Context: an optimization exercise on an open-source flow, tuned for small area, a short achievable clock period and few clock cycles per item. The choices shown serve that exercise and are no tape-out recipe. No run shown here included a check of the RTL's function; only the layout flow was run. In runs 3 and 4 the design's own scripts or RTL, not TritonCTS, make the clock network. No driver is modelled on the clock port, so clock power and skew are understated where the tree is cut down; a real chip needs a root buffer or a tree. Power and IR drop assume default switching activity.

$ cat design/flow/config.mk
export PLATFORM = sky130hd
export DESIGN_NAME = lzss_top
export DESIGN_NICKNAME = lzss_top
export VERILOG_FILES = /design/flow/design.v
export SDC_FILE = /design/flow/constraint.sdc
export NUM_CORES = 8
export LEC_CHECK = 0
export CAP_MARGIN = 40
export CORE_MARGIN = 2
export CORE_UTILIZATION = 40
export CTS_CLUSTER_DIAMETER = 100
export CTS_CLUSTER_SIZE = 20
export SETUP_SLACK_MARGIN = 3.9
export SLEW_MARGIN = 20
$ cat design/flow/constraint.sdc
create_clock -name core_clock -period 7.0 [get_ports {clk}]
set_input_delay 1.4000 -clock core_clock [delete_from_list [all_inputs] [get_ports {clk}]]
set_output_delay 1.4000 -clock core_clock [all_outputs]
set_load 0.01 [all_outputs]
$ cat design/flow/design.v
package lzss_pkg;
    localparam int WINDOW_SIZE = 256;
    localparam int MAX_MATCH   = 5;
    localparam int MIN_MATCH   = 2;
    localparam int NUM_LENGTHS = MAX_MATCH - MIN_MATCH + 1;
    localparam int COUNT_WIDTH = 12;
    localparam int NUM_SLOTS = MAX_MATCH;
    localparam int PART_LEVEL  = 5;
    localparam int PART_BLOCKS = WINDOW_SIZE >> PART_LEVEL;
    typedef struct packed {
        logic [NUM_LENGTHS-1:0][PART_BLOCKS-1:0]                 any;
        logic [NUM_LENGTHS-1:0][PART_BLOCKS-1:0][PART_LEVEL-1:0] idx;
    } match_part_t;
    typedef struct packed {
        logic       is_match;
        logic [7:0] field;
        logic [1:0] len_code;
    } codeword_t;
endpackage
`timescale 1ns/1ps
module lookahead_buffer (
    input  logic        clk,
    input  logic        reset,
    input  logic        in_valid,
    input  logic [7:0]  in_data,
    input  logic        in_last,
    output logic        in_ready,
    input  logic        pop,
    output logic        head_valid,
    output logic [7:0]  head_data,
    output logic        head_last
);
    logic [1:0] count;
    logic [1:0] count_next;
    logic       accept;
    logic [7:0] data1;
    logic       last1;
    assign accept     = in_valid && in_ready;
    assign count_next = count + 2'(accept) - 2'(pop);
    assign head_valid = (count != 2'd0);
    always_ff @(posedge clk or posedge reset) begin
        if (reset) begin
            count    <= 2'd0;
            in_ready <= 1'b1;
        end else begin
            count    <= count_next;
            in_ready <= (count_next != 2'd2);
        end
    end
    always_ff @(posedge clk) begin
        if (count == 2'd0 || pop) begin
            if (count == 2'd2) begin
                head_data <= data1;
                head_last <= last1;
            end else begin
                head_data <= in_data;
                head_last <= in_last;
            end
        end
        if (accept && (count == 2'd2 || (count == 2'd1 && !pop))) begin
            data1 <= in_data;
            last1 <= in_last;
        end
    end
endmodule
`timescale 1ns/1ps
module history_window (
    input  logic                    clk,
    input  logic                    reset,
    input  logic                    adv,
    input  logic                    real_byte,
    input  logic [7:0]              new_byte,
    output logic [lzss_pkg::NUM_SLOTS-1:0][lzss_pkg::WINDOW_SIZE-1:0] slots,
    output logic [7:0]              lit_byte
);
    localparam int W  = lzss_pkg::WINDOW_SIZE;
    localparam int NS = lzss_pkg::NUM_SLOTS;
    logic [7:0]   hist [W];
    logic [7:0]   fill;
    logic         full;
    logic [W-1:0] older;
    logic [W-1:0] e_new;
    logic [15:0]  hi_gt, hi_eq, lo_gt;
    always_ff @(posedge clk) begin
        if (adv) begin
            hist[0] <= new_byte;
            for (int i = 1; i < W; i++) begin
                hist[i] <= hist[i-1];
            end
        end
    end
    always_ff @(posedge clk or posedge reset) begin
        if (reset) begin
            fill <= '0;
            full <= 1'b0;
        end else if (adv && !full) begin
            fill <= fill + 1'b1;
            if (fill == 8'd255) begin
                full <= 1'b1;
            end
        end
    end
    always_comb begin
        for (int v = 0; v < 16; v++) begin
            hi_gt[v] = (fill[7:4] > 4'(v));
            hi_eq[v] = (fill[7:4] == 4'(v));
            lo_gt[v] = (fill[3:0] > 4'(v));
        end
        for (int j = 0; j < W; j++) begin
            older[j] = full || hi_gt[j / 16] || (hi_eq[j / 16] && lo_gt[j % 16]);
        end
    end
    always_comb begin
        e_new[0] = 1'b0;
        for (int j = 1; j < W; j++) begin
            e_new[j] = (new_byte == hist[j]) && older[j] && real_byte;
        end
    end
    always_ff @(posedge clk) begin
        if (adv) begin
            slots[0] <= e_new;
            for (int k = 1; k < NS; k++) begin
                slots[k] <= slots[k-1];
            end
        end
    end
    assign lit_byte = hist[NS - 1];
endmodule
`timescale 1ns/1ps
module match_select (
    input  logic [lzss_pkg::NUM_SLOTS-1:0][lzss_pkg::WINDOW_SIZE-1:0] slots,
    output lzss_pkg::match_part_t    part
);
    localparam int W  = lzss_pkg::WINDOW_SIZE;
    localparam int NS = lzss_pkg::NUM_SLOTS;
    localparam int NL = lzss_pkg::NUM_LENGTHS;
    localparam int PL = lzss_pkg::PART_LEVEL;
    logic [W-1:0]          run [lzss_pkg::MAX_MATCH];
    logic [NL-1:0][W-1:0]  by_off;
    always_comb begin
        run[0] = slots[NS-1];
        for (int k = 1; k < lzss_pkg::MAX_MATCH; k++) begin
            run[k] = run[k-1] & slots[NS-1-k];
        end
    end
    always_comb begin
        for (int l = 0; l < NL; l++) begin
            by_off[l] = '0;
            for (int d = 0; d + l + 1 < W; d++) begin
                by_off[l][d] = run[l + 1][d + l + 1];
            end
        end
    end
    genvar g;
    generate
        for (g = 0; g < NL; g++) begin : g_pe
            lowest_set #(.LO(0), .HI(PL)) u_low (
                .any_i (by_off[g]),
                .idx_i ('0),
                .any_o (part.any[g]),
                .idx_o (part.idx[g])
            );
        end
    endgenerate
endmodule
module lowest_set #(
    parameter int LO = 0,
    parameter int HI = 8
) (
    input  logic [(256>>LO)-1:0]               any_i,
    input  logic [(256>>LO)-1:0][LO > 0 ? LO-1 : 0:0] idx_i,
    output logic [(256>>HI)-1:0]               any_o,
    output logic [(256>>HI)-1:0][HI-1:0]       idx_o
);
    logic [255:0]      a [9];
    logic [255:0][7:0] x [9];
    always_comb begin
        for (int s = 0; s <= 8; s++) begin
            for (int i = 0; i < 256; i++) begin
                a[s][i] = 1'b0;
                x[s][i] = '0;
            end
        end
        for (int i = 0; i < (256 >> LO); i++) begin
            a[LO][i] = any_i[i];
            x[LO][i] = (LO > 0) ? 8'(idx_i[i]) : 8'd0;
        end
        for (int s = LO + 1; s <= HI; s++) begin
            for (int i = 0; i < (256 >> s); i++) begin
                a[s][i] = a[s-1][2*i] | a[s-1][2*i+1];
                x[s][i] = x[s-1][2*i];
                if (!a[s-1][2*i]) begin
                    x[s][i] = x[s-1][2*i+1];
                    x[s][i][s-1] = 1'b1;
                end
            end
        end
        for (int i = 0; i < (256 >> HI); i++) begin
            any_o[i] = a[HI][i];
            idx_o[i] = x[HI][i][HI-1:0];
        end
    end
endmodule
module match_finish (
    input  lzss_pkg::match_part_t    part,
    input  logic [7:0]               lit_byte,
    output lzss_pkg::codeword_t      cand,
    output logic [2:0]               cand_len
);
    localparam int NL = lzss_pkg::NUM_LENGTHS;
    localparam int PL = lzss_pkg::PART_LEVEL;
    logic [NL-1:0]        hit;
    logic [NL-1:0][7:0]   off;
    genvar g;
    generate
        for (g = 0; g < NL; g++) begin : g_top
            lowest_set #(.LO(PL), .HI(8)) u_top (
                .any_i (part.any[g]),
                .idx_i (part.idx[g]),
                .any_o (hit[g]),
                .idx_o (off[g])
            );
        end
    endgenerate
    always_comb begin
        cand.is_match = hit[0];
        cand.field    = hit[3] ? off[3] :
                        hit[2] ? off[2] :
                        hit[1] ? off[1] :
                        hit[0] ? off[0] : lit_byte;
        cand.len_code = hit[3] ? 2'd3 :
                        hit[2] ? 2'd2 :
                        hit[1] ? 2'd1 : 2'd0;
        cand_len      = hit[3] ? 3'd5 :
                        hit[2] ? 3'd4 :
                        hit[1] ? 3'd3 :
                        hit[0] ? 3'd2 : 3'd1;
    end
endmodule
`timescale 1ns/1ps
module encode_control (
    input  logic                                clk,
    input  logic                                reset,
    input  logic                                head_valid,
    input  logic                                head_last,
    output logic                                adv,
    output logic                                real_byte,
    input  lzss_pkg::match_part_t               part,
    input  logic [7:0]                          lit_byte,
    output logic                                out_valid,
    input  logic                                out_ready,
    output lzss_pkg::codeword_t                 out_codeword,
    output logic [lzss_pkg::COUNT_WIDTH-1:0]    enc_num,
    output logic                                finish
);
    localparam int NS = lzss_pkg::NUM_SLOTS;
    logic           seen_last;
    logic [2:0]     pad_cnt;
    logic           flushing;
    logic           flushed;
    logic [NS-1:0]  slot_real;
    logic [NS-1:0]  slot_real_next;
    logic           seen_last_next;
    logic [2:0]     pending_next;
    logic           covered_next;
    logic                   r_valid;
    logic                   r_valid_next;
    lzss_pkg::match_part_t  r_part;
    logic [7:0]             r_lit;
    lzss_pkg::codeword_t    r_cw;
    logic [2:0]             r_len;
    logic [2:0]           skip;
    logic [2:0]           skip_next;
    logic                 need_emit;
    logic                 consume;
    logic                 push;
    logic [1:0]           ocount;
    logic [1:0]           ocount_next;
    lzss_pkg::codeword_t  o1;
    logic                 pop;
    match_finish u_finish (
        .part     (r_part),
        .lit_byte (r_lit),
        .cand     (r_cw),
        .cand_len (r_len)
    );
    assign flushing  = seen_last && (pad_cnt != 3'(NS));
    assign flushed   = seen_last && (pad_cnt == 3'(NS));
    assign real_byte = head_valid;
    assign need_emit = r_valid && (skip == 3'd0);
    assign consume   = r_valid && ((skip != 3'd0) || (ocount != 2'd2));
    assign push      = consume && (skip == 3'd0);
    assign adv       = (head_valid || flushing) && (!r_valid || consume);
    assign pop         = out_valid && out_ready;
    assign ocount_next = ocount + 2'(push) - 2'(pop);
    always_comb begin
        slot_real_next = slot_real;
        seen_last_next = seen_last;
        r_valid_next   = r_valid;
        skip_next      = skip;
        if (adv) begin
            slot_real_next = {slot_real[NS-2:0], head_valid};
            if (head_valid && head_last) begin
                seen_last_next = 1'b1;
            end
            r_valid_next = slot_real[NS-1];
        end else if (consume) begin
            r_valid_next = 1'b0;
        end
        if (consume) begin
            if (skip != 3'd0) begin
                skip_next = skip - 1'b1;
            end else begin
                skip_next = r_len - 1'b1;
            end
        end
    end
    always_comb begin
        pending_next = 3'(r_valid_next);
        for (int k = 0; k < NS; k++) begin
            pending_next = pending_next + 3'(slot_real_next[k]);
        end
    end
    assign covered_next = (skip_next >= pending_next);
    always_ff @(posedge clk or posedge reset) begin
        if (reset) begin
            seen_last <= 1'b0;
            pad_cnt   <= '0;
            slot_real <= '0;
            r_valid   <= 1'b0;
            skip      <= '0;
            ocount    <= '0;
            out_valid <= 1'b0;
            enc_num   <= '0;
            finish    <= 1'b0;
        end else begin
            slot_real <= slot_real_next;
            seen_last <= seen_last_next;
            r_valid   <= r_valid_next;
            skip      <= skip_next;
            if (adv && flushing) begin
                pad_cnt <= pad_cnt + 1'b1;
            end
            ocount    <= ocount_next;
            out_valid <= (ocount_next != 2'd0);
            if (pop) begin
                enc_num <= enc_num + 1'b1;
            end
            if (seen_last_next && covered_next && ocount_next == 2'd0) begin
                finish <= 1'b1;
            end
        end
    end
    always_ff @(posedge clk) begin
        if (adv) begin
            r_part <= part;
            r_lit  <= lit_byte;
        end
        if (push && (ocount == 2'd0 || (ocount == 2'd1 && pop))) begin
            out_codeword <= r_cw;
        end else if (pop && ocount == 2'd2) begin
            out_codeword <= o1;
        end
        if (push && ocount == 2'd1 && !pop) begin
            o1 <= r_cw;
        end
    end
endmodule
`timescale 1ns/1ps
module lzss_encoder (
    input  logic                                clk,
    input  logic                                reset,
    input  logic                                in_valid,
    input  logic [7:0]                          in_data,
    input  logic                                in_last,
    output logic                                in_ready,
    output logic                                out_valid,
    input  logic                                out_ready,
    output lzss_pkg::codeword_t                 out_codeword,
    output logic [lzss_pkg::COUNT_WIDTH-1:0]    enc_num,
    output logic                                finish
);
    logic                 head_valid;
    logic [7:0]           head_data;
    logic                 head_last;
    logic                 adv;
    logic                 real_byte;
    logic [lzss_pkg::NUM_SLOTS-1:0][lzss_pkg::WINDOW_SIZE-1:0] slots;
    logic [7:0]           lit_byte;
    lzss_pkg::match_part_t part;
    lookahead_buffer u_lookahead (
        .clk        (clk),
        .reset      (reset),
        .in_valid   (in_valid),
        .in_data    (in_data),
        .in_last    (in_last),
        .in_ready   (in_ready),
        .pop        (adv && head_valid),
        .head_valid (head_valid),
        .head_data  (head_data),
        .head_last  (head_last)
    );
    history_window u_history (
        .clk       (clk),
        .reset     (reset),
        .adv       (adv),
        .real_byte (real_byte),
        .new_byte  (head_data),
        .slots     (slots),
        .lit_byte  (lit_byte)
    );
    match_select u_select (
        .slots    (slots),
        .part     (part)
    );
    encode_control u_control (
        .clk          (clk),
        .reset        (reset),
        .head_valid   (head_valid),
        .head_last    (head_last),
        .adv          (adv),
        .real_byte    (real_byte),
        .part         (part),
        .lit_byte     (lit_byte),
        .out_valid    (out_valid),
        .out_ready    (out_ready),
        .out_codeword (out_codeword),
        .enc_num      (enc_num),
        .finish       (finish)
    );
endmodule
`timescale 1ns/1ps
module lzss_top (
    input  logic        clk,
    input  logic        reset,
    input  logic        in_valid,
    input  logic [7:0]  in_data,
    input  logic        in_last,
    output logic        in_ready,
    output logic        out_valid,
    input  logic        out_ready,
    output logic        out_is_match,
    output logic [7:0]  out_field,
    output logic [1:0]  out_len_code,
    output logic [11:0] enc_num,
    output logic        finish
);
    lzss_pkg::codeword_t  out_codeword;
    lzss_encoder u_enc (
        .clk          (clk),
        .reset        (reset),
        .in_valid     (in_valid),
        .in_data      (in_data),
        .in_last      (in_last),
        .in_ready     (in_ready),
        .out_valid    (out_valid),
        .out_ready    (out_ready),
        .out_codeword (out_codeword),
        .enc_num      (enc_num),
        .finish       (finish)
    );
    assign out_is_match = out_codeword.is_match;
    assign out_field    = out_codeword.field;
    assign out_len_code = out_codeword.len_code;
endmodule
$ cat design/flow/run.sh
#!/bin/bash
# synth_recipe.tcl (not shown) runs the flow's synth.tcl, then flattens the netlist and writes it again
# the make line also repeats each setting of config.mk as NAME=value (left out here)
make -C /OpenROAD-flow-scripts/flow DESIGN_CONFIG=/design/flow/config.mk WORK_HOME=/design/flow/orfs CLKGATE_MAP_FILE= SYNTH_SCRIPT=/design/flow/synth_recipe.tcl finish
==> summary.txt, run 1 <==
* Via density at 5.81
* Hold depth at 0
* Avg WL per Cell at 27.7 um
* Share of cells above drive strength 1 at between 6 and 7%
* Core ar. at 376000 um2
* Period minus WS final at 3.95 ns
* Final setup vio count at 0
* Netlist Area Pre-Place at between 150000 and 200000 um2
* Total power at 65.9 mW
* Max Cap Viol at 0
* CTS root buffer: clkbuf_16
* Core Util, Final at 44.2%
* R2R Setup Slk at 3.05 ns
* Nets at 10400
* Initial antenna violation count at 30
* Met3 Use GR at between 2 and 3%
* Post-route ant nets at 0
* Mean Syn Cell Area at 14.9 um2
* Setup crit start kind: register
* IO Pins at 39
* Routed via count at between 80000 and 90000
* Initial core utilization at 40.2%
* Total track usage at a little over a fifth
* Placed cell count at between 15000 and 20000
* Vias in the first global route at 86000
* Clock tree buffer depth at 4
* CTS tree: built
* Slew margin rel. at between 20% and 30%
* First DRT Iteration DRCs at roughly 11000
* # clock sinks at 3596
* Reg clk slew, reported paths at 0.09 ns
* DRC violations left at 0
* Die Y at 619 um
* Unique cell type count in the Yosys netlist at 91
* Post-Layout Cell Count at 15400
* Pleak at between 50 and 60 nW
* Row count at 225
* Worst EP required at 7.86 ns
* # H-tree levels at 4
* Largest net degree at the start of global routing at 162
* Cells after Synth at 10200
* Slew @ Worst Pin at approximately 1.1 ns
* Final period utilization at between 50% and 60%
* # fillers at 33200
* Max VDD drop at 0.327 mV
* RSZ-0062 raised after global routing: yes
* Power density cells at approximately 400 nW/um2
* Later-pin clock latency in the skew report at 0.99 ns
* Yosys warns at 14
* CP Capture Type: register
* Area growth, synth to finish at 9.93%
* GPL Wtd Cong at 0.936
* DIE WIDTH at 619 um
* Met1 Use GR at a little under a third
* Top Usage Layer GRT: met2
* GRT met2 Usage at 33.8%
* Die area at 383000 um2
* Min-delay worst type: reg2reg
* Worst Skew at 0.0835 ns
* Most common cell after layout, fill and taps aside: edfxtp_1
* Status: finished clean
* Setup TNS at 0 ns
* DRT Pass-1 Iters at 6
* Port bufs at 38
* Post-DP HPWL at slightly below 300 mm
* Sequential share of the synthesized area at 71.2%
* First-pass GRT wire length at 609 mm
* Most frequent cells in the layout: edfxtp_1 (3555), xnor2_1 (1203), xor2_1 (849), nand2_1 (669), nand4_1 (425)
* Routed Wire Length at 427 mm
* FMAX at 0.253 GHz
* Main synth FF type: edfxtp_1
* Final hold vios at 0
* Worst-path fanout max at 5
* Crit path arrival time at around 4.8 ns
* CP Class: reg2reg
* Syn_nets at between 10000 and 15000
* Post-synth EDFFs at 3555
* Yosys reg bits at between 3000 and 4000
* Share of async-settable or async-resettable flops after synthesis at between 1 and 1.5%
* Count of pins over their slew limit at 0
* Cts bufs inserted at 205
* Worst reg2reg path depth at 15
* GRT overflow at 0
==> metrics by stage <==
| step | setup slack (ns) | area [um2] | hold slack [ns] |
|---|---|---|---|
| after floorplan | -47.64 | 151000 | 0.400 |
| after global placement | 2.31 | 158000 | 0.401 |
| after detailed placement | 2.44 | 159000 | 0.405 |
| after CTS | 3.07 | 166000 | 0.392 |
| after global routing | 2.85 | 166000 | 0.387 |
| final | 3.05 | 166000 | 0.392 |
==> routing by layer <==
| metal | vias up | routed length [um] |
|---|---|---|
| li1 | 39100 | - |
| met1 | 46300 | 187000 |
| met2 | 3720 | 195000 |
| met3 | 575 | 30200 |
| met4 | 2 | 15200 |
| met5 | - | 13 |
==> area by class of cell <==
class | instances | area (um2) | area share [%]
Antenna cell | 11 | 27.5 | 0.0165
Clock buffer | 246 | 5290 | 3.18
Clock inverter | 23 | 348 | 0.209
Inverter | 101 | 383 | 0.230
Multi-Input combinational cell | 6132 | 42100 | 25.3
Sequential cell | 3596 | 108000 | 64.8
Tap cell | 4994 | 6250 | 3.76
Timing Repair Buffer | 326 | 4160 | 2.50
==> path summary, 6_finish.rpt <==
path	from	endpoint
setup / recovery	u_enc.u_control.skip[2]	u_enc.u_control.finish
hold reg to reg	u_enc.u_history.slots[513]	u_enc.u_history.slots[769]
max in group asynchronous	reset	u_enc.u_history.fill[3]
hold / removal	u_enc.u_history.slots[513]	u_enc.u_history.slots[769]
min in group asynchronous	reset	u_enc.u_control.enc_num[7]
setup reg to reg	u_enc.u_control.skip[2]	u_enc.u_control.finish
==> synthesized netlist by cell type, types with 99 or more instances <==
| library cell | instances | area, um2 |
|---|---|---|
| nand3_1 | 352 | 1760 |
| and4_1 | 113 | 990 |
| nor4_1 | 384 | 2400 |
| nor2_1 | 273 | 1020 |
| xnor2_1 | 1203 | 10500 |
| inv_1 | 99 | 372 |
| xor2_1 | 849 | 7440 |
| edfxtp_1 | 3555 | 107000 |
| buf_1 | 107 | 402 |
| nand4_1 | 425 | 2660 |
| o21ai_0 | 270 | 1350 |
| nand2_1 | 671 | 2520 |
| clkbuf_1 | 161 | 604 |
| a21oi_1 | 387 | 1940 |
| and3_1 | 161 | 1010 |
==> sequential cells by signal, indices dropped and copies added (netlist names), 3 cells and up <==
signal,cells
u_enc.u_history.hist,2048
u_enc.u_control.skip,3
u_enc.u_control.r_part,192
u_enc.u_history.slots,1275
u_enc.u_lookahead.data1,8
u_enc.u_control.enc_num,12
u_enc.u_control.out_codeword,11
u_enc.u_control.o1,11
u_enc.u_control.pad_cnt,3
u_enc.u_history.fill,8
u_enc.u_control.slot_real,5
u_enc.u_lookahead.head_data,8
==> what timing repair did <==
action                                 in CTS  in global routing
setup endpoints to repair                3276               1513
hold buffers                                0                  0
setup buffers                              51                  7
endpoints found under the hold margin       0                  0
pin swaps                                  15                  2
resized for setup                         161                 51
cloned                                     14                 14
==> worst max-delay path: stages, from the launching register on <==
cell and delay [ns]:
dfrtp_1 0.40, nor3_2 0.22, and4_4 0.29, nand2b_4 0.18, mux2i_4 0.25, fa_1 0.46
fa_1 0.46, inv_1 0.07, ha_2 0.17, inv_2 0.04, fa_1 0.47, ha_1 0.31
a21o_1 0.19, a21oi_2 0.11, nor2_1 0.06, a21o_1 0.16
==> cell families after synthesis <==
family          synth area share, %
compound gates                 5.50
xor+xnor                       11.9
fa+ha+maj                     0.172
buf+inv                        1.14
flops                          71.2
mux                           0.533
simple gates                   9.54
==> power by group <==
part           switching (mW)  leakage [nW]  total [mW]  internal, mW
Sequential               3.97          34.8        34.5          30.5
Clock                    7.09          2.73        12.5          5.40
Combinational            12.7          17.1        18.9          6.19
Total                    23.8          54.6        65.9          42.1
==> run 2: changes to the inputs <==
--- a/design/flow/design.v
+++ b/design/flow/design.v
@@ -37,14 +37,15 @@
     logic       last1;
     assign accept     = in_valid && in_ready;
     assign count_next = count + 2'(accept) - 2'(pop);
-    assign head_valid = (count != 2'd0);
     always_ff @(posedge clk or posedge reset) begin
         if (reset) begin
-            count    <= 2'd0;
-            in_ready <= 1'b1;
+            count      <= 2'd0;
+            head_valid <= 1'b0;
+            in_ready   <= 1'b1;
         end else begin
-            count    <= count_next;
-            in_ready <= (count_next != 2'd2);
+            count      <= count_next;
+            head_valid <= (count_next != 2'd0);
+            in_ready   <= (count_next != 2'd2);
         end
     end
     always_ff @(posedge clk) begin
@@ -257,25 +258,22 @@
     logic           seen_last;
     logic [2:0]     pad_cnt;
     logic           flushing;
-    logic           flushed;
     logic [NS-1:0]  slot_real;
-    logic [NS-1:0]  slot_real_next;
-    logic           seen_last_next;
-    logic [2:0]     pending_next;
-    logic           covered_next;
+    logic [2:0]     pend;
+    logic [2:0]     pend_next;
     logic                   r_valid;
-    logic                   r_valid_next;
     lzss_pkg::match_part_t  r_part;
     logic [7:0]             r_lit;
     lzss_pkg::codeword_t    r_cw;
     logic [2:0]             r_len;
-    logic [2:0]           skip;
-    logic [2:0]           skip_next;
-    logic                 need_emit;
-    logic                 consume;
-    logic                 push;
+    logic [2:0]             skip;
+    logic [2:0]             skip_next;
+    logic                   skip_nz;
+    logic                   consume;
+    logic                   push;
     logic [1:0]           ocount;
     logic [1:0]           ocount_next;
+    logic                 ofull;
     lzss_pkg::codeword_t  o1;
     logic                 pop;
     match_finish u_finish (
@@ -284,69 +282,61 @@
         .cand     (r_cw),
         .cand_len (r_len)
     );
-    assign flushing  = seen_last && (pad_cnt != 3'(NS));
-    assign flushed   = seen_last && (pad_cnt == 3'(NS));
     assign real_byte = head_valid;
-    assign need_emit = r_valid && (skip == 3'd0);
-    assign consume   = r_valid && ((skip != 3'd0) || (ocount != 2'd2));
-    assign push      = consume && (skip == 3'd0);
-    assign adv       = (head_valid || flushing) && (!r_valid || consume);
+    assign consume   = r_valid && (skip_nz || !ofull);
+    assign push      = r_valid && !skip_nz && !ofull;
+    assign adv       = (head_valid || flushing) && (!r_valid || skip_nz || !ofull);
     assign pop         = out_valid && out_ready;
     assign ocount_next = ocount + 2'(push) - 2'(pop);
     always_comb begin
-        slot_real_next = slot_real;
-        seen_last_next = seen_last;
-        r_valid_next   = r_valid;
-        skip_next      = skip;
-        if (adv) begin
-            slot_real_next = {slot_real[NS-2:0], head_valid};
-            if (head_valid && head_last) begin
-                seen_last_next = 1'b1;
-            end
-            r_valid_next = slot_real[NS-1];
-        end else if (consume) begin
-            r_valid_next = 1'b0;
-        end
+        skip_next = skip;
         if (consume) begin
-            if (skip != 3'd0) begin
-                skip_next = skip - 1'b1;
-            end else begin
-                skip_next = r_len - 1'b1;
-            end
-        end
-    end
-    always_comb begin
-        pending_next = 3'(r_valid_next);
-        for (int k = 0; k < NS; k++) begin
-            pending_next = pending_next + 3'(slot_real_next[k]);
+            skip_next = skip_nz ? skip - 1'b1 : r_len - 1'b1;
         end
+        pend_next = pend + 3'(adv && head_valid) - 3'(consume);
     end
-    assign covered_next = (skip_next >= pending_next);
     always_ff @(posedge clk or posedge reset) begin
         if (reset) begin
             seen_last <= 1'b0;
+            flushing  <= 1'b0;
             pad_cnt   <= '0;
             slot_real <= '0;
+            pend      <= '0;
             r_valid   <= 1'b0;
             skip      <= '0;
+            skip_nz   <= 1'b0;
             ocount    <= '0;
+            ofull     <= 1'b0;
             out_valid <= 1'b0;
             enc_num   <= '0;
             finish    <= 1'b0;
         end else begin
-            slot_real <= slot_real_next;
-            seen_last <= seen_last_next;
-            r_valid   <= r_valid_next;
-            skip      <= skip_next;
-            if (adv && flushing) begin
-                pad_cnt <= pad_cnt + 1'b1;
+            if (adv) begin
+                slot_real <= {slot_real[NS-2:0], head_valid};
+                r_valid   <= slot_real[NS-1];
+                if (head_valid && head_last) begin
+                    seen_last <= 1'b1;
+                    flushing  <= 1'b1;
+                end
+                if (flushing) begin
+                    pad_cnt <= pad_cnt + 1'b1;
+                    if (pad_cnt == 3'(NS - 1)) begin
+                        flushing <= 1'b0;
+                    end
+                end
+            end else if (consume) begin
+                r_valid <= 1'b0;
             end
+            pend      <= pend_next;
+            skip      <= skip_next;
+            skip_nz   <= (skip_next != 3'd0);
             ocount    <= ocount_next;
+            ofull     <= (ocount_next == 2'd2);
             out_valid <= (ocount_next != 2'd0);
             if (pop) begin
                 enc_num <= enc_num + 1'b1;
             end
-            if (seen_last_next && covered_next && ocount_next == 2'd0) begin
+            if (seen_last && (skip_next >= pend_next) && ocount_next == 2'd0) begin
                 finish <= 1'b1;
             end
         end
==> run 2 against run 1 <==
Still clean; total power rose by 5.6%; sequential share of layout area rose by 0.29 points; die area rose by 0.37%; flip-flop and latch count rose by 7; register-to-register slack improved by 0.70 ns.
==> summary.txt, run 2 <==
* Hold_ws at 0.422 ns (was 0.392 ns)
* Slowest stage cell, crit path: edfxtp_1 (was fa_1)
* Routed Wire Length at 405 mm (was 427 mm)
* Vias in the first global route at 85300 (was 86000)
* Routed via count at 88800 (was 89700)
* Post-DP HPWL at 271 mm (was 291 mm)
* GPL Wtd Cong at 0.926 (was 0.936)
* Die Y at 620 um (was 619 um)
* CTS tree: built (unchanged)
* Later-pin clock latency in the skew report at 0.95 ns (was 0.99 ns)
* Main synth FF type: edfxtp_1 (unchanged)
* Cts bufs inserted at 203 (was 205)
* Reg with most FFs: u_enc.u_history.hist (unchanged)
* First-pass GRT wire length at 585 mm (was 609 mm)
* Area growth, synth to finish at 9.20% (was 9.93%)
* Final setup vio count at 0 (unchanged)
* GRT overflow at 0 (unchanged)
* Most common cell in the netlist: edfxtp_1 (unchanged)
* Avg WL per Cell at 26.0 um (was 27.7 um)
* Status: finished clean (unchanged)
* Share of cells above drive strength 1 at 5.84% (was 6.49%)
* Most common cell after layout, fill and taps aside: edfxtp_1 (unchanged)
* Row count at 226 (was 225)
* Final period utilization at 46.3% (was 56.4%)
* Netlist Area Pre-Place at 152000 um2 (was 151000 um2)
* Core ar. at 378000 um2 (was 376000 um2)
* Setup crit start kind: register (unchanged)
* Largest regs: u_enc.u_history.hist: 2048 flops, u_enc.u_history.slots: 1275 flops, u_enc.u_control.r_part: 192 flops (unchanged)
* Period minus WS final at 3.24 ns (was 3.95 ns)
* Port bufs at 38 (unchanged)
* Max Cap Viol at 0 (unchanged)
* CP peak stage delay at 0.49 ns (was 0.47 ns)
* Mean Syn Cell Area at 14.7 um2 (was 14.9 um2)
* Nets at 10500 (was 10400)
* Synth area leader: edfxtp_1 (unchanged)
* Yosys warns at 14 (unchanged)
* CP Capture Type: register (unchanged)
* Syn_nets at 10400 (was 10200)
* Core Util, Final at 43.8% (was 44.2%)
* Crit path arrival time at 3.93 ns (was 4.81 ns)
* Worst EP required at 7.68 ns (was 7.86 ns)
* Setup WS pre-CTS at 3.07 ns (was 2.44 ns)
* Commonest cells post-synth: edfxtp_1 (3555), xor2_1 (1169), xnor2_1 (898), nand2_1 (697), nand3_1 (559) (was edfxtp_1 (3555), xnor2_1 (1203), xor2_1 (849), nand2_1 (671), nand4_1 (425))
* Hold_buf cts at 0 (unchanged)
* Min setup slack post-route at 3.76 ns (was 3.05 ns)
* CTS root buffer: clkbuf_16 (unchanged)
* Cells after Synth at 10400 (was 10200)
* Pleak at 54.0 nW (was 54.6 nW)
* Yosys reg bits at 3603 (was 3596)
* Post-synth EDFFs at 3555 (unchanged)
* Count of pins over their slew limit at 0 (unchanged)
* Initial core utilization at 40.1% (was 40.2%)
* Synth area leaders: edfxtp_1 (70%), xor2_1 (6.7%), xnor2_1 (5.2%) (was edfxtp_1 (71%), xnor2_1 (7.0%), xor2_1 (4.9%))
* Sequential share of the synthesized area at 71.1% (was 71.2%)
* DIE WIDTH at 620 um (was 619 um)
* DRC violations left at 0 (unchanged)
* Placed cell count at 15200 (was 15100)
* Final hold vios at 0 (unchanged)
* # clock sinks at 3603 (was 3596)
* Most frequent cells in the layout: edfxtp_1 (3555), xor2_1 (1169), xnor2_1 (897), nand2_1 (692), nand3_1 (555) (was edfxtp_1 (3555), xnor2_1 (1203), xor2_1 (849), nand2_1 (669), nand4_1 (425))
* Via density at 5.70 (was 5.81)
* Number of flip-flops in the largest register at 2048 (unchanged)
* Die area at 385000 um2 (was 383000 um2)
* Total track usage at 20.4% (was 21.5%)
* FMAX at 0.308 GHz (was 0.253 GHz)
* Max VDD drop at 0.349 mV (was 0.327 mV)
* RSZ-0062 raised after global routing: yes (unchanged)
* IO Pins at 39 (unchanged)
* DRT Pass-1 Iters at 8 (was 6)
* First DRT Iteration DRCs at 10400 (was 11300)
* Total power at 69.6 mW (was 65.9 mW)
* Post-route ant nets at 0 (unchanged)
* Initial antenna violation count at 21 (was 30)
* Power density cells at 419 nW/um2 (was 396 nW/um2)
* Min-delay worst type: reg2reg (unchanged)
* Synth top area share at 70.3% (was 70.6%)
* Post-Layout Cell Count at 15600 (was 15400)
* Largest net degree at the start of global routing at 165 (was 162)
* Slew margin rel. at 24.7% (was 29.0%)
* CP Class: reg2reg (unchanged)
* Unique cell type count in the Yosys netlist at 88 (was 91)
* Worst-path fanout max at 6 (was 5)
* Clock tree buffer depth at 4 (unchanged)
* Worst Skew at 0.0614 ns (was 0.0835 ns)
* CP Cell Sequence: buf_4, mux2i_1, o21ai_0, mux2i_1, nand2_1, a31oi_1, o21ai_0, mux2_2 (was nor3_2, and4_4, nand2b_4, mux2i_4, fa_1, fa_1, inv_1, ha_2, inv_2, fa_1, ha_1, a21o_1, a21oi_2, nor2_1, a21o_1)
* # H-tree levels at 4 (unchanged)
* Slew @ Worst Pin at 1.13 ns (was 1.06 ns)
* Share of async-settable or async-resettable flops after synthesis at 1.33% (was 1.14%)
* Reg clk slew, reported paths at 0.09 ns (about the same)
run 2: kinds of logic after synthesis:
group,share of synthesized area (%)
flops,71.1
simple gates,9.81
xor+xnor,11.9
compound gates,5.31
buf+inv,1.16
mux,0.562
fa+ha+maj,0.153
run 2: layout make-up:
class                   count  area (um2)
clock inverters            11         143
diodes                     11        27.5
fillers                 33500      212000
well taps                5016        6280
flip-flops and latches   3603      108000
inverters                  97         364
multi-input cells        6309       42500
clock buffers             251        5410
repair buffers            282        3180
run 2: worst paths after layout:
check                                            start                               to  slack [ns]  cells after the start
setup reg to reg           u_enc.u_control.r_part[182]  u_enc.u_control.out_codeword[3]        3.76                      8
setup / recovery           u_enc.u_control.r_part[182]  u_enc.u_control.out_codeword[3]        3.76                      8
hold reg to reg             u_enc.u_history.slots[429]       u_enc.u_history.slots[685]        0.42                      0
hold / removal              u_enc.u_history.slots[429]       u_enc.u_history.slots[685]        0.42                      0
max in group asynchronous                        reset          u_enc.u_history.fill[6]        5.43                      3
min in group asynchronous                        reset       u_enc.u_control.pad_cnt[2]        0.99                      3
run 2: stage by stage:
| stage | TNS, ns | cell area, um2 |
|---|---|---|
| final | 0 | 166000 |
| after global routing | 0 | 166000 |
| after CTS | 0 | 166000 |
| after detailed placement | 0 | 159000 |
| after global placement | 0 | 159000 |
| after floorplan | -9709.23 | 152000 |
run 2: report_power, final:
part / total, mW / switching [mW] / internal [mW]
Clock: 12.4 / 6.94 / 5.45
Combinational: 22.1 / 14.9 / 7.20
Sequential: 35.1 / 4.04 / 31.0
run 2: worst max-delay path: cells and delay by family (launching register included):
family	cells	cell delay (ns)
AO/OA/AOI/OAI	3	0.84
multiplexers	3	1.26
flip-flops	1	0.49
AND/OR/NAND/NOR	1	0.12
buffers and inverters	1	0.25
run 2: repair_timing:
action,CTS,global route
pin swaps,9,18
gates cloned,4,2
endpoints found under the hold margin,0,0
endpoints found under the setup margin,1970,1761
gates resized for setup,64,32
setup buffers,39,19
run 2: per-layer routing:
metal	vias to the layer above	routed length [um]	track usage [%]	part of all wire, %
li1	39300	-	-	-
met2	3348	184000	31.5	45
met1	45700	180000	29.8	44
met5	-	46	0	0.011
met3	434	29900	3.08	7.4
met4	6	11700	5.57	2.9
==> run 3: changes to the inputs <==
==> design/flow/flow/run.sh (new file) <==
#!/bin/bash
# The standard layout, except that the clock tree is built by flow/mycts.tcl
# (a three-level tree of clkbuf_16 over recursive bisection clusters) in
# place of TritonCTS. mycts.tcl is sourced by ORFS's cts step through its
# PRE_CTS_TCL hook and stands in for the clock_tree_synthesis command; the
# rest of the cts step (placement legalisation, timing repair) is unchanged.
set -o pipefail
export PRE_CTS_TCL="$PWD/flow/mycts.tcl"
export MYCTS_LEAF=20
export MYCTS_MID=4
bash standard.sh finish > standard.log 2>&1
==> design/flow/flow/mycts.tcl (new file) <==
# Clock tree built here in place of TritonCTS: the sinks are split recursively
# (alternating on the longer side, by count) into leaf clusters of at most
# MYCTS_LEAF sinks; each leaf cluster gets a clkbuf_16 at its centroid, each
# group of leaves at split depth MYCTS_MID a middle clkbuf_16, and each of
# the 4 groups at split depth 2 a root clkbuf_16 driven by the clock port.

proc mycts_centroid {items} {
  set sx 0; set sy 0
  foreach it $items { set sx [expr {$sx + [lindex $it 1]}]; set sy [expr {$sy + [lindex $it 2]}] }
  set n [llength $items]
  return [list [expr {$sx / $n}] [expr {$sy / $n}]]
}

# items: {name x y ...}; k: leaves wanted; returns list of {path items}
proc mycts_split {items k path} {
  if {$k <= 1} { return [list [list $path $items]] }
  set xs {}; set ys {}
  foreach it $items { lappend xs [lindex $it 1]; lappend ys [lindex $it 2] }
  set xs [lsort -integer $xs]; set ys [lsort -integer $ys]
  set ax [expr {([lindex $xs end] - [lindex $xs 0]) >= ([lindex $ys end] - [lindex $ys 0]) ? 1 : 2}]
  set items [lsort -integer -index $ax $items]
  set k1 [expr {$k / 2}]
  set k2 [expr {$k - $k1}]
  set n [llength $items]
  set n1 [expr {int(round(double($n) * $k1 / $k))}]
  set a [lrange $items 0 [expr {$n1 - 1}]]
  set b [lrange $items $n1 end]
  return [concat [mycts_split $a $k1 ${path}0] [mycts_split $b $k2 ${path}1]]
}

proc mycts_build {} {
  set block [ord::get_db_block]
  set db [ord::get_db]
  set master [$db findMaster sky130_fd_sc_hd__clkbuf_16]
  set leafmax [expr {[info exists ::env(MYCTS_LEAF)] ? $::env(MYCTS_LEAF) : 24}]
  set middepth [expr {[info exists ::env(MYCTS_MID)] ? $::env(MYCTS_MID) : 4}]
  set src [lindex [get_property [lindex [all_clocks] 0] sources] 0]
  set clknet [[$block findBTerm [get_name $src]] getNet]
  set sinks {}
  foreach it [$clknet getITerms] {
    set inst [$it getInst]
    set bb [$inst getBBox]
    lappend sinks [list $it [expr {([$bb xMin] + [$bb xMax]) / 2}] [expr {([$bb yMin] + [$bb yMax]) / 2}]]
  }
  set n [llength $sinks]
  set k [expr {($n + $leafmax - 1) / $leafmax}]
  # whole groups below the root and middle levels
  set p 1
  while {$p < $k} { set p [expr {$p * 2}] }
  set leaves [mycts_split $sinks $k ""]
  puts "mycts: $n sinks, [llength $leaves] leaf clusters"
  set nb 0
  array set kids {}
  foreach leaf $leaves {
    lassign $leaf path items
    lassign [mycts_centroid $items] x y
    set b [odb::dbInst_create $block $master "clkbuf_leaf_$path"]
    $b setLocation $x $y
    $b setPlacementStatus PLACED
    set net [odb::dbNet_create $block "clknet_leaf_$path"]
    $net setSigType CLOCK
    [$b findITerm X] connect $net
    foreach it $items {
      set iterm [lindex $it 0]
      $iterm disconnect
      $iterm connect $net
    }
    incr nb
    set up [string range $path 0 [expr {$middepth - 1}]]
    lappend kids(m$up) [list $b $x $y]
  }
  foreach key [lsort [array names kids m*]] {
    set up [string range $key 1 end]
    lassign [mycts_centroid $kids($key)] x y
    set b [odb::dbInst_create $block $master "clkbuf_mid_$up"]
    $b setLocation $x $y
    $b setPlacementStatus PLACED
    set net [odb::dbNet_create $block "clknet_mid_$up"]
    $net setSigType CLOCK
    [$b findITerm X] connect $net
    foreach c $kids($key) { [[lindex $c 0] findITerm A] connect $net }
    incr nb
    lappend kids(r[string range $up 0 1]) [list $b $x $y]
  }
  foreach key [lsort [array names kids r*]] {
    set up [string range $key 1 end]
    lassign [mycts_centroid $kids($key)] x y
    set b [odb::dbInst_create $block $master "clkbuf_root_$up"]
    $b setLocation $x $y
    $b setPlacementStatus PLACED
    set net [odb::dbNet_create $block "clknet_root_$up"]
    $net setSigType CLOCK
    [$b findITerm X] connect $net
    foreach c $kids($key) { [[lindex $c 0] findITerm A] connect $net }
    [$b findITerm A] connect $clknet
    incr nb
  }
  $clknet setSigType CLOCK
  puts "mycts: inserted $nb clock buffers"
  set_propagated_clock [all_clocks]
}

if {[info commands clock_tree_synthesis] ne ""} {
  rename clock_tree_synthesis mycts_tritoncts
}
proc clock_tree_synthesis {args} {
  mycts_build
}
==> design/flow/standard.sh (new file) <==
#!/bin/bash
# synth_recipe.tcl (not shown) runs the flow's synth.tcl, then flattens the netlist and writes it again
# the make line also repeats each setting of config.mk as NAME=value (left out here)
make -C /OpenROAD-flow-scripts/flow DESIGN_CONFIG=/design/flow/config.mk WORK_HOME=/design/flow/orfs CLKGATE_MAP_FILE= SYNTH_SCRIPT=/design/flow/synth_recipe.tcl "${@:-finish}"
removed: design/flow/run.sh
==> run 3 against run 2 <==
Still clean; setup slack improved by 0.038 ns; final cell count fell by 0.37%; die area did not move; flip-flop and latch count did not move.
==> summary.txt, run 3 <==
* Status: finished clean (unchanged)
* Period minus WS final at 3.21 ns (was 3.24 ns)
* Final hold vios at 0 (unchanged)
* GRT met2 Usage at 31.1% (was 31.5%)
* Initial antenna violation count at 24 (was 21)
* Main synth FF type: edfxtp_1 (unchanged)
* Reg clk slew, reported paths at 0.09 ns (about the same)
* Cells after Synth at 10400 (unchanged)
* Share of async-settable or async-resettable flops after synthesis at 1.33% (unchanged)
* Final instance area at 165000 um2 (was 166000 um2)
* DRT Pass-1 Iters at 7 (was 8)
* CP peak stage delay at 0.58 ns (was 0.49 ns)
* Power density cells at 416 nW/um2 (was 419 nW/um2)
* Largest net degree at the start of global routing at 165 (unchanged)
* Via density at 5.71 (was 5.70)
* Worst-path fanout max at 3 (was 6)
* Post-route ant nets at 0 (unchanged)
* Largest regs: u_enc.u_history.hist: 2048 flops, u_enc.u_history.slots: 1275 flops, u_enc.u_control.r_part: 192 flops (unchanged)
* Later-pin clock latency in the skew report at 0.67 ns (was 0.95 ns)
* Most common cell in the netlist: edfxtp_1 (unchanged)
* Netlist Area Pre-Place at 152000 um2 (unchanged)
* CP Capture Type: register (unchanged)
* Reg with most FFs: u_enc.u_history.hist (unchanged)
* Mean Syn Cell Area at 14.7 um2 (unchanged)
* Synth area leader: edfxtp_1 (unchanged)
* Hold_buf cts at 0 (unchanged)
* Synth top area share at 70.3% (unchanged)
* Die Y at 620 um (unchanged)
* Core Util, Final at 43.7% (was 43.8%)
* Final period utilization at 45.8% (was 46.3%)
* Hold_ws at 0.419 ns (was 0.422 ns)
* Setup crit start kind: register (unchanged)
* CP Cell Sequence: or4_4, or2_4, nor2_4, nor3_4, a21oi_2, ha_2, xnor2_1, a311oi_1, o22a_1, ha_4, a21oi_2, nor2_1, a21o_1 (was buf_4, mux2i_1, o21ai_0, mux2i_1, nand2_1, a31oi_1, o21ai_0, mux2_2)
* Worst Skew at 0.0363 ns (was 0.0614 ns)
* First DRT Iteration DRCs at 10600 (was 10400)
* Met3 Use GR at 2.36% (was 3.08%)
* Number of flip-flops in the largest register at 2048 (unchanged)
* GRT overflow at 0 (unchanged)
* Vias in the first global route at 84900 (was 85300)
* Syn_nets at 10400 (unchanged)
* Core ar. at 378000 um2 (unchanged)
* Worst EP required at 7.57 ns (was 7.68 ns)
* Slew @ Worst Pin at 1.04 ns (was 1.13 ns)
* Initial core utilization at 40.1% (unchanged)
* Most common cell after layout, fill and taps aside: edfxtp_1 (unchanged)
* Post-synth EDFFs at 3555 (unchanged)
* Synth area leaders: edfxtp_1 (70%), xor2_1 (6.7%), xnor2_1 (5.2%) (unchanged)
* Pleak at 53.8 nW (was 54.0 nW)
* Area growth, synth to finish at 8.87% (was 9.20%)
* Die area at 385000 um2 (unchanged)
* Most used cell, CP: a21oi_2
* CP Class: reg2reg (unchanged)
* Max Cap Viol at 0 (unchanged)
* Count of pins over their slew limit at 0 (unchanged)
* First-pass GRT wire length at 581 mm (was 585 mm)
* Min-delay worst type: reg2reg (unchanged)
* Yosys warns at 14 (unchanged)
* Most frequent cells in the layout: edfxtp_1 (3555), xor2_1 (1169), xnor2_1 (898), nand2_1 (692), nand3_1 (556) (was edfxtp_1 (3555), xor2_1 (1169), xnor2_1 (897), nand2_1 (692), nand3_1 (555))
* Avg WL per Cell at 25.9 um (was 26.0 um)
* Max VDD drop at 0.350 mV (was 0.349 mV)
* Final setup vio count at 0 (unchanged)
* Post-place instance area at 159000 um2 (unchanged)
* Share of cells above drive strength 1 at 5.63% (was 5.84%)
* Routed via count at 88600 (was 88800)
* Port bufs at 38 (unchanged)
* Slowest stage cell, crit path: or4_4 (was edfxtp_1)
* DRC violations left at 0 (unchanged)
* Commonest cells post-synth: edfxtp_1 (3555), xor2_1 (1169), xnor2_1 (898), nand2_1 (697), nand3_1 (559) (unchanged)
* Top Usage Layer GRT: met2 (unchanged)
* Crit path arrival time at 3.77 ns (was 3.93 ns)
* Nets at 10500 (about the same)
* Total track usage at 20.0% (was 20.4%)
* IO Pins at 39 (unchanged)
* Post-DP HPWL at 271 mm (unchanged)
* Met1 Use GR at 29.8% (about the same)
* Slew margin rel. at 30.4% (was 24.7%)
* Row count at 226 (unchanged)
* Sequential share of the synthesized area at 71.1% (unchanged)
* Yosys reg bits at 3603 (unchanged)
* RSZ-0062 raised after global routing: yes (unchanged)
* GPL Wtd Cong at 0.926 (unchanged)
* DIE WIDTH at 620 um (unchanged)
* Routed Wire Length at 402 mm (was 405 mm)
* FMAX at 0.312 GHz (was 0.308 GHz)
* Unique cell type count in the Yosys netlist at 88 (unchanged)
==> run 3: cell counts after synthesis <==
No cell type changed its count.
==> run 3: path summary, 6_finish.rpt <==
path	start	slack, ns	cells past startpoint	to
max in group asynchronous	reset	5.15	3	u_enc.u_history.full
min	u_enc.u_history.slots[2]	0.42	0	u_enc.u_history.slots[258]
max	u_enc.u_control.r_part[160]	3.79	13	u_enc.u_control.finish
min in group asynchronous	reset	1.26	3	u_enc.u_control.pad_cnt[2]
min reg2reg	u_enc.u_history.slots[2]	0.42	0	u_enc.u_history.slots[258]
max reg2reg	u_enc.u_control.r_part[160]	3.79	13	u_enc.u_control.finish
==> run 3: where the power goes <==
part | internal [mW] | switching [mW]
Clock | 5.10 | 6.55
Combinational | 7.21 | 14.8
Sequential | 31.0 | 4.05
Total | 43.4 | 25.4
==> run 3: cell type report <==
type | instances | area [um2]
fillers | 33500 | 213000
flip-flops and latches | 3603 | 108000
multi-input cells | 6309 | 42500
well taps | 5016 | 6280
plain buffers | 201 | 5030
repair buffers | 277 | 3190
inverters | 97 | 364
diodes | 19 | 47.5
==> run 3: kinds of logic (layout without fill, tap and decap cells) <==
kind of cell,after synthesis,count (layout),share of synthesized area (%)
other cells,0,19,0
simple gates,2889,2889,9.81
compound gates,1253,1254,5.31
mux,81,81,0.562
buf+inv,456,575,1.16
fa+ha+maj,18,18,0.153
xor+xnor,2067,2067,11.9
flops,3603,3603,71.1
==> run 3: layer usage <==
layer  vias up  part of all wire, %
met1     45700                   45
met2      3285                   45
met4         8                  2.9
met5         -                0.013
met3       453                  7.1
li1      39200                    -
==> run 3: repair_timing <==
action | 4_1_cts | 5_1_grt
cloned | 4 | 2
gates resized for setup | 32 | 29
endpoints found under the setup margin | 1961 | 1777
buffers inserted | 30 | 23
pin swaps | 10 | 14
hold endpoints to repair | 0 | 0
==> run 3: stage by stage <==
stage | power (mW) | instances | TNS (ns) | setup slack (ns)
4_1_cts | 68.7 | 15500 | 0 | 3.69
6_report | 68.8 | 15500 | 0 | 3.79
2_1_floorplan | 49.1 | 10400 | -9709.23 | -3.28
3_5_place_dp | 56.8 | 15200 | 0 | 3.07
5_1_grt | 71.8 | 15500 | 0 | 3.72
3_3_place_gp | 56.3 | 15200 | 0 | 2.90
==> run 3: worst max-delay path, delay by kind of cell (launching register included) <==
kind                       cells  cell delay (ns)
DFF                            1             0.45
and+or+nand+nor                5             1.21
AOI/OAI and AO/OA              5             0.97
xor gates and xnor gates       1             0.07
adders and majority gates      2             0.42
==> run 4: changes to the inputs <==
--- a/design/flow/design.v
+++ b/design/flow/design.v
@@ -8,6 +8,7 @@
     localparam int PART_LEVEL  = 5;
     localparam int PART_BLOCKS = WINDOW_SIZE >> PART_LEVEL;
     typedef struct packed {
+        logic [NUM_LENGTHS-1:0]                                  hit;
         logic [NUM_LENGTHS-1:0][PART_BLOCKS-1:0]                 any;
         logic [NUM_LENGTHS-1:0][PART_BLOCKS-1:0][PART_LEVEL-1:0] idx;
     } match_part_t;
@@ -161,6 +162,7 @@
                 .any_o (part.any[g]),
                 .idx_o (part.idx[g])
             );
+            assign part.hit[g] = |by_off[g];
         end
     endgenerate
 endmodule
@@ -211,14 +213,16 @@
     localparam int NL = lzss_pkg::NUM_LENGTHS;
     localparam int PL = lzss_pkg::PART_LEVEL;
     logic [NL-1:0]        hit;
+    logic [NL-1:0]        top_any;
     logic [NL-1:0][7:0]   off;
+    assign hit = part.hit;
     genvar g;
     generate
         for (g = 0; g < NL; g++) begin : g_top
             lowest_set #(.LO(PL), .HI(8)) u_top (
                 .any_i (part.any[g]),
                 .idx_i (part.idx[g]),
-                .any_o (hit[g]),
+                .any_o (top_any[g]),
                 .idx_o (off[g])
             );
         end
@@ -259,8 +263,10 @@
     logic [2:0]     pad_cnt;
     logic           flushing;
     logic [NS-1:0]  slot_real;
-    logic [2:0]     pend;
-    logic [2:0]     pend_next;
+    logic signed [3:0] uncov;
+    logic signed [3:0] uncov_in;
+    logic signed [3:0] uncov_next;
+    logic              done_next;
     logic                   r_valid;
     lzss_pkg::match_part_t  r_part;
     logic [7:0]             r_lit;
@@ -269,12 +275,12 @@
     logic [2:0]             skip;
     logic [2:0]             skip_next;
     logic                   skip_nz;
-    logic                   consume;
     logic                   push;
+    logic                   room;
     logic [1:0]           ocount;
     logic [1:0]           ocount_next;
-    logic                 ofull;
     lzss_pkg::codeword_t  o1;
+    lzss_pkg::codeword_t  o2;
     logic                 pop;
     match_finish u_finish (
         .part     (r_part),
@@ -283,17 +289,36 @@
         .cand_len (r_len)
     );
     assign real_byte = head_valid;
-    assign consume   = r_valid && (skip_nz || !ofull);
-    assign push      = r_valid && !skip_nz && !ofull;
-    assign adv       = (head_valid || flushing) && (!r_valid || skip_nz || !ofull);
+    assign push = r_valid && !skip_nz;
+    assign room = (ocount == 2'd0) || (ocount == 2'd1) || (ocount == 2'd2 && !push);
+    assign adv  = (head_valid || flushing) && room;
     assign pop         = out_valid && out_ready;
     assign ocount_next = ocount + 2'(push) - 2'(pop);
     always_comb begin
         skip_next = skip;
-        if (consume) begin
-            skip_next = skip_nz ? skip - 1'b1 : r_len - 1'b1;
+        if (r_valid) begin
+            if (skip_nz) begin
+                skip_next = skip - 1'b1;
+            end else begin
+                skip_next = r_part.hit[3] ? 3'd4 :
+                            r_part.hit[2] ? 3'd3 :
+                            r_part.hit[1] ? 3'd2 :
+                            r_part.hit[0] ? 3'd1 : 3'd0;
+            end
+        end
+    end
+    always_comb begin
+        uncov_in   = uncov + 4'(adv && head_valid);
+        uncov_next = uncov_in;
+        done_next  = (uncov_in <= 4'sd0);
+        if (push) begin
+            uncov_next = uncov_in - 4'(r_len);
+            done_next  = (uncov_in <= 4'sd1) ||
+                         (uncov_in == 4'sd2 && r_part.hit[0]) ||
+                         (uncov_in == 4'sd3 && r_part.hit[1]) ||
+                         (uncov_in == 4'sd4 && r_part.hit[2]) ||
+                         (uncov_in == 4'sd5 && r_part.hit[3]);
         end
-        pend_next = pend + 3'(adv && head_valid) - 3'(consume);
     end
     always_ff @(posedge clk or posedge reset) begin
         if (reset) begin
@@ -301,19 +326,18 @@
             flushing  <= 1'b0;
             pad_cnt   <= '0;
             slot_real <= '0;
-            pend      <= '0;
+            uncov     <= '0;
             r_valid   <= 1'b0;
             skip      <= '0;
             skip_nz   <= 1'b0;
             ocount    <= '0;
-            ofull     <= 1'b0;
             out_valid <= 1'b0;
             enc_num   <= '0;
             finish    <= 1'b0;
         end else begin
+            r_valid <= adv && slot_real[NS-1];
             if (adv) begin
                 slot_real <= {slot_real[NS-2:0], head_valid};
-                r_valid   <= slot_real[NS-1];
                 if (head_valid && head_last) begin
                     seen_last <= 1'b1;
                     flushing  <= 1'b1;
@@ -324,35 +348,33 @@
                         flushing <= 1'b0;
                     end
                 end
-            end else if (consume) begin
-                r_valid <= 1'b0;
             end
-            pend      <= pend_next;
+            uncov     <= uncov_next;
             skip      <= skip_next;
             skip_nz   <= (skip_next != 3'd0);
             ocount    <= ocount_next;
-            ofull     <= (ocount_next == 2'd2);
             out_valid <= (ocount_next != 2'd0);
             if (pop) begin
                 enc_num <= enc_num + 1'b1;
             end
-            if (seen_last && (skip_next >= pend_next) && ocount_next == 2'd0) begin
+            if (seen_last && done_next && ocount_next == 2'd0) begin
                 finish <= 1'b1;
             end
         end
     end
     always_ff @(posedge clk) begin
-        if (adv) begin
-            r_part <= part;
-            r_lit  <= lit_byte;
+        r_part <= part;
+        r_lit  <= lit_byte;
+        if (pop || ocount == 2'd0) begin
+            out_codeword <= (ocount == 2'd0 || (ocount == 2'd1 && push)) ? r_cw : o1;
         end
-        if (push && (ocount == 2'd0 || (ocount == 2'd1 && pop))) begin
-            out_codeword <= r_cw;
-        end else if (pop && ocount == 2'd2) begin
-            out_codeword <= o1;
-        end
-        if (push && ocount == 2'd1 && !pop) begin
+        if ((pop && ocount == 2'd2 && push) || (!pop && ocount == 2'd1 && push)) begin
             o1 <= r_cw;
+        end else if (pop && ocount == 2'd3) begin
+            o1 <= o2;
+        end
+        if ((pop && ocount == 2'd3 && push) || (!pop && ocount == 2'd2 && push)) begin
+            o2 <= r_cw;
         end
     end
 endmodule
--- a/design/flow/config.mk
+++ b/design/flow/config.mk
@@ -8,7 +8,5 @@
 export CAP_MARGIN = 40
 export CORE_MARGIN = 2
 export CORE_UTILIZATION = 40
-export CTS_CLUSTER_DIAMETER = 100
-export CTS_CLUSTER_SIZE = 20
-export SETUP_SLACK_MARGIN = 3.9
+export SETUP_SLACK_MARGIN = 4.3
 export SLEW_MARGIN = 20
==> run 4 against run 3 <==
Global-route usage grew 0.28 points; flip-flop and latch count grew 19; setup slack gained 0.070 ns; largest cell class unchanged; maximum frequency grew 2.2%; die area shrank 0.61%; sequential share of layout area shrank 1.7 points; final cell count grew 1.1%; hold slack lost 0.018 ns; cell area grew 1.2%; largest power group unchanged.
==> summary.txt, run 4 <==
* Status: finished clean (unchanged)
* Max Cap Viol at 0 (unchanged)
* Later-pin clock latency in the skew report at 0.67 ns (about the same)
* CP Class: reg2reg (unchanged)
* Hold_buf cts at 0 (unchanged)
* Via density at 5.75 (was 5.71)
* Mean Syn Cell Area at 14.5 um2 (was 14.7 um2)
* Core ar. at 376000 um2 (was 378000 um2)
* Area growth, synth to finish at 10.9% (was 8.87%)
* Die Y at 618 um (was 620 um)
* Initial antenna violation count at 24 (unchanged)
* Most frequent cells in the layout: edfxtp_1 (3374), xor2_1 (1193), xnor2_1 (872), nand2_1 (666), nand3_1 (546) (was edfxtp_1 (3555), xor2_1 (1169), xnor2_1 (898), nand2_1 (692), nand3_1 (556))
* IO Pins at 39 (unchanged)
* Worst Skew at 0.0477 ns (was 0.0363 ns)
* Worst EP required at 7.53 ns (was 7.57 ns)
* Setup TNS at 0 ns (unchanged)
* Final instance area at 167000 um2 (was 165000 um2)
* Unique cell type count in the Yosys netlist at 91 (was 88)
* Area of the multi-input gates at 43900 um2 (was 42500 um2)
* Post-route ant nets at 0 (unchanged)
* DIE WIDTH at 618 um (was 620 um)
* Most common cell after layout, fill and taps aside: edfxtp_1 (unchanged)
* Min-delay worst type: reg2reg (unchanged)
* Slew margin rel. at 38.2% (was 30.4%)
* Number of flip-flops in the largest register at 2048 (unchanged)
* Reg clk slew, reported paths at 0.08 ns (was 0.09 ns)
* DRC violations left at 0 (unchanged)
* Pleak at 53.0 nW (was 53.8 nW)
* Crit path arrival time at 3.66 ns (was 3.77 ns)
* Largest regs: u_enc.u_history.hist: 2048 flops, u_enc.u_history.slots: 1275 flops, u_enc.u_control.r_part: 192 flops (unchanged)
* Post-synth EDFFs at 3374 (was 3555)
* Share of async-settable or async-resettable flops after synthesis at 1.33% (about the same)
* Netlist Area Pre-Place at 151000 um2 (was 152000 um2)
* Synth top area share at 67.1% (was 70.3%)
* Most common cell in the netlist: edfxtp_1 (unchanged)
* Period minus WS final at 3.14 ns (was 3.21 ns)
* Vias in the first global route at 86600 (was 84900)
* GPL Wtd Cong at 0.939 (was 0.926)
* DRT Pass-1 Iters at 6 (was 7)
* Initial core utilization at 40.2% (was 40.1%)
* FMAX at 0.319 GHz (was 0.312 GHz)
* Power density cells at 492 nW/um2 (was 416 nW/um2)
* First-pass GRT wire length at 588 mm (was 581 mm)
* Share of cells above drive strength 1 at 8.79% (was 5.63%)
* Synth area leaders: edfxtp_1 (67%), xor2_1 (6.9%), xnor2_1 (5.1%) (was edfxtp_1 (70%), xor2_1 (6.7%), xnor2_1 (5.2%))
* Routed Wire Length at 412 mm (was 402 mm)
* Nets at 10700 (was 10500)
* Post-place instance area at 158000 um2 (was 159000 um2)
* Final setup vio count at 0 (unchanged)
* Sequential share of the synthesized area at 70.6% (was 71.1%)
* Setup crit start kind: register (unchanged)
* Slew @ Worst Pin at 0.924 ns (was 1.04 ns)
* Total track usage at 20.3% (was 20.0%)
* First DRT Iteration DRCs at 10600 (about the same)
* Largest net degree at the start of global routing at 176 (was 165)
* Port bufs at 38 (unchanged)
* Die area at 382000 um2 (was 385000 um2)
* CP Capture Type: register (unchanged)
* Main synth FF type: edfxtp_1 (unchanged)
* Yosys warns at 14 (unchanged)
* Avg WL per Cell at 26.2 um (was 25.9 um)
* R2R Setup Slk at 3.86 ns (was 3.79 ns)
* Synth area leader: edfxtp_1 (unchanged)
* Final period utilization at 44.8% (was 45.8%)
* Row count at 225 (was 226)
* Core Util, Final at 44.6% (was 43.7%)
* # fillers at 33100 (was 33500)
* Cells after Synth at 10400 (about the same)
* RSZ-0062 raised after global routing: yes (unchanged)
* Reg with most FFs: u_enc.u_history.hist (unchanged)
* Max VDD drop at 0.342 mV (was 0.350 mV)
* Routed via count at 90100 (was 88600)
* Yosys reg bits at 3622 (was 3603)
* GRT overflow at 0 (unchanged)
* Reg area at 107000 um2 (was 108000 um2)
* Total power at 82.4 mW (was 68.8 mW)
* Count of pins over their slew limit at 0 (unchanged)
* Post-DP HPWL at 270 mm (was 271 mm)
* Final hold vios at 0 (unchanged)
* Worst-path fanout max at 5 (was 3)
* Commonest cells post-synth: edfxtp_1 (3374), xor2_1 (1195), xnor2_1 (873), nand2_1 (680), nand3_1 (560) (was edfxtp_1 (3555), xor2_1 (1169), xnor2_1 (898), nand2_1 (697), nand3_1 (559))
* Syn_nets at 10400 (about the same)
-- run 4: changes by cell type in the layout (fill, tap and decap cells not counted), sizes merged, moves of 17 or more --
cell / delta
nand2: -18
xor2: +26
xnor2: -25
clkbuf: +17
nor2: -54
dfxtp: +200
nand4: +54
clkdlybuf4s50: -22
edfxtp: -181
a21oi: -39
buf: +166
and4: +34
-- run 4: kinds of logic (layout without fill, tap and decap cells) --
logic type      after synthesis  in the layout  synth area share [%]
compound gates             1223           1224                  5.27
xor+xnor                   2068           2068                  12.0
fa+ha+maj                    18             18                 0.154
buf+inv                     473            750                  1.18
flops                      3622           3622                  70.6
mux                         100            100                 0.693
other cells                   0              7                     0
simple gates               2905           2905                  10.1
-- run 4: power breakdown --
group / leakage, nW / total (mW) / switching [mW] / internal (mW)
clock network: 2.49 / 11.7 / 6.57 / 5.13
registers: 32.1 / 38.9 / 5.02 / 33.9
logic: 18.4 / 31.8 / 21.0 / 10.8
-- run 4: final cells by class --
| type | instances | area share (%) |
|---|---|---|
| inverters | 99 | 0.226 |
| multi-input cells | 6315 | 26.2 |
| diodes | 7 | 0.0105 |
| plain buffers | 202 | 3.02 |
| repair buffers | 449 | 3.17 |
| well taps | 4994 | 3.73 |
| flip-flops and latches | 3622 | 63.6 |
-- run 4: final timing paths --
| path | start | end | cells after the start |
|---|---|---|---|
| worst max-delay path | u_enc.u_history.slots[998] | u_enc.u_control.r_part[194] | 7 |
| worst min-delay path | u_enc.u_history.slots[257] | u_enc.u_history.slots[513] | 0 |
| worst max register to register | u_enc.u_history.slots[998] | u_enc.u_control.r_part[194] | 7 |
| worst min register to register | u_enc.u_history.slots[257] | u_enc.u_history.slots[513] | 0 |
| max in group asynchronous | reset | u_enc.u_history.full | 4 |
| min in group asynchronous | reset | u_enc.u_lookahead.count[1] | 3 |
-- run 4: per-layer routing --
layer  up-vias  GRT usage (%)  routed length [um]
met5         -              0                  26
met4         4           5.11               12400
met3       532           2.40               29300
met2      3456           32.7              191000
met1     46500           29.3              179000
li1      39700              -                   -
-- run 4: what timing repair did --
| action | CTS | global route |
|---|---|---|
| resized for setup | 328 | 142 |
| setup buffers | 136 | 43 |
| setup endpoints to repair | 3321 | 516 |
| gates cloned | 21 | 10 |
| pin swaps | 46 | 35 |
-- run 4: worst max-delay path, cell delays in order, from the launching register on --
cell and delay, ns:
edfxtp_1 0.45, and4_2 0.25, or4b_4 0.56, nor2_4 0.16
nand2_2 0.11, or4_4 0.65, or4_1 0.41, or4_1 0.40
-- run 4: through the flow --
| stage | setup WS (ns) | hold WS, ns | instances |
|---|---|---|---|
| global placement | 2.35 | 0.401 | 15200 |
| floorplan | -3.00 | 0.385 | 10400 |
| CTS | 3.92 | 0.396 | 15600 |
| detailed placement | 2.68 | 0.405 | 15300 |
| finish | 3.86 | 0.400 | 15700 |
| global route | 3.83 | 0.433 | 15700 |

-- re-timing with driven ports --
The flow's constraints put no driver on any port. The routed layouts listed below were extracted and timed again, unchanged, in two steps.
Step 1, drivers: a clkbuf_16 drives clk and a buf_2 each remaining input, both assumed.
Step 2, shift: input delay + t, output delay - t, t = (earliest + latest rising clock arrival at the registers) / 2. This alone moves slack from input paths to output paths.
a / b / c = ideal / step 1 / step 2; a / b = the first two.
run	t (ns)	setup slack, ns	hold slack, ns	pins driven straight from the clock port
run 1	1.054	3.051 / 3.051 / 3.027	0.392 / 0.392 / 0.392	1
run 2	1.019	3.756 / 3.756 / 3.475	0.422 / 0.422 / 0.422	1
run 3	0.869	3.793 / 3.732 / 3.434	0.419 / 0.419 / 0.419	4
run 4	0.873	3.863 / 3.864 / 3.740	0.400 / 0.400 / 0.400	4
After both steps setup and hold are still met in every run listed. The setup slack of run 3, which loses most, moves by -0.061 ns with the drivers and by -0.359 ns with both steps.
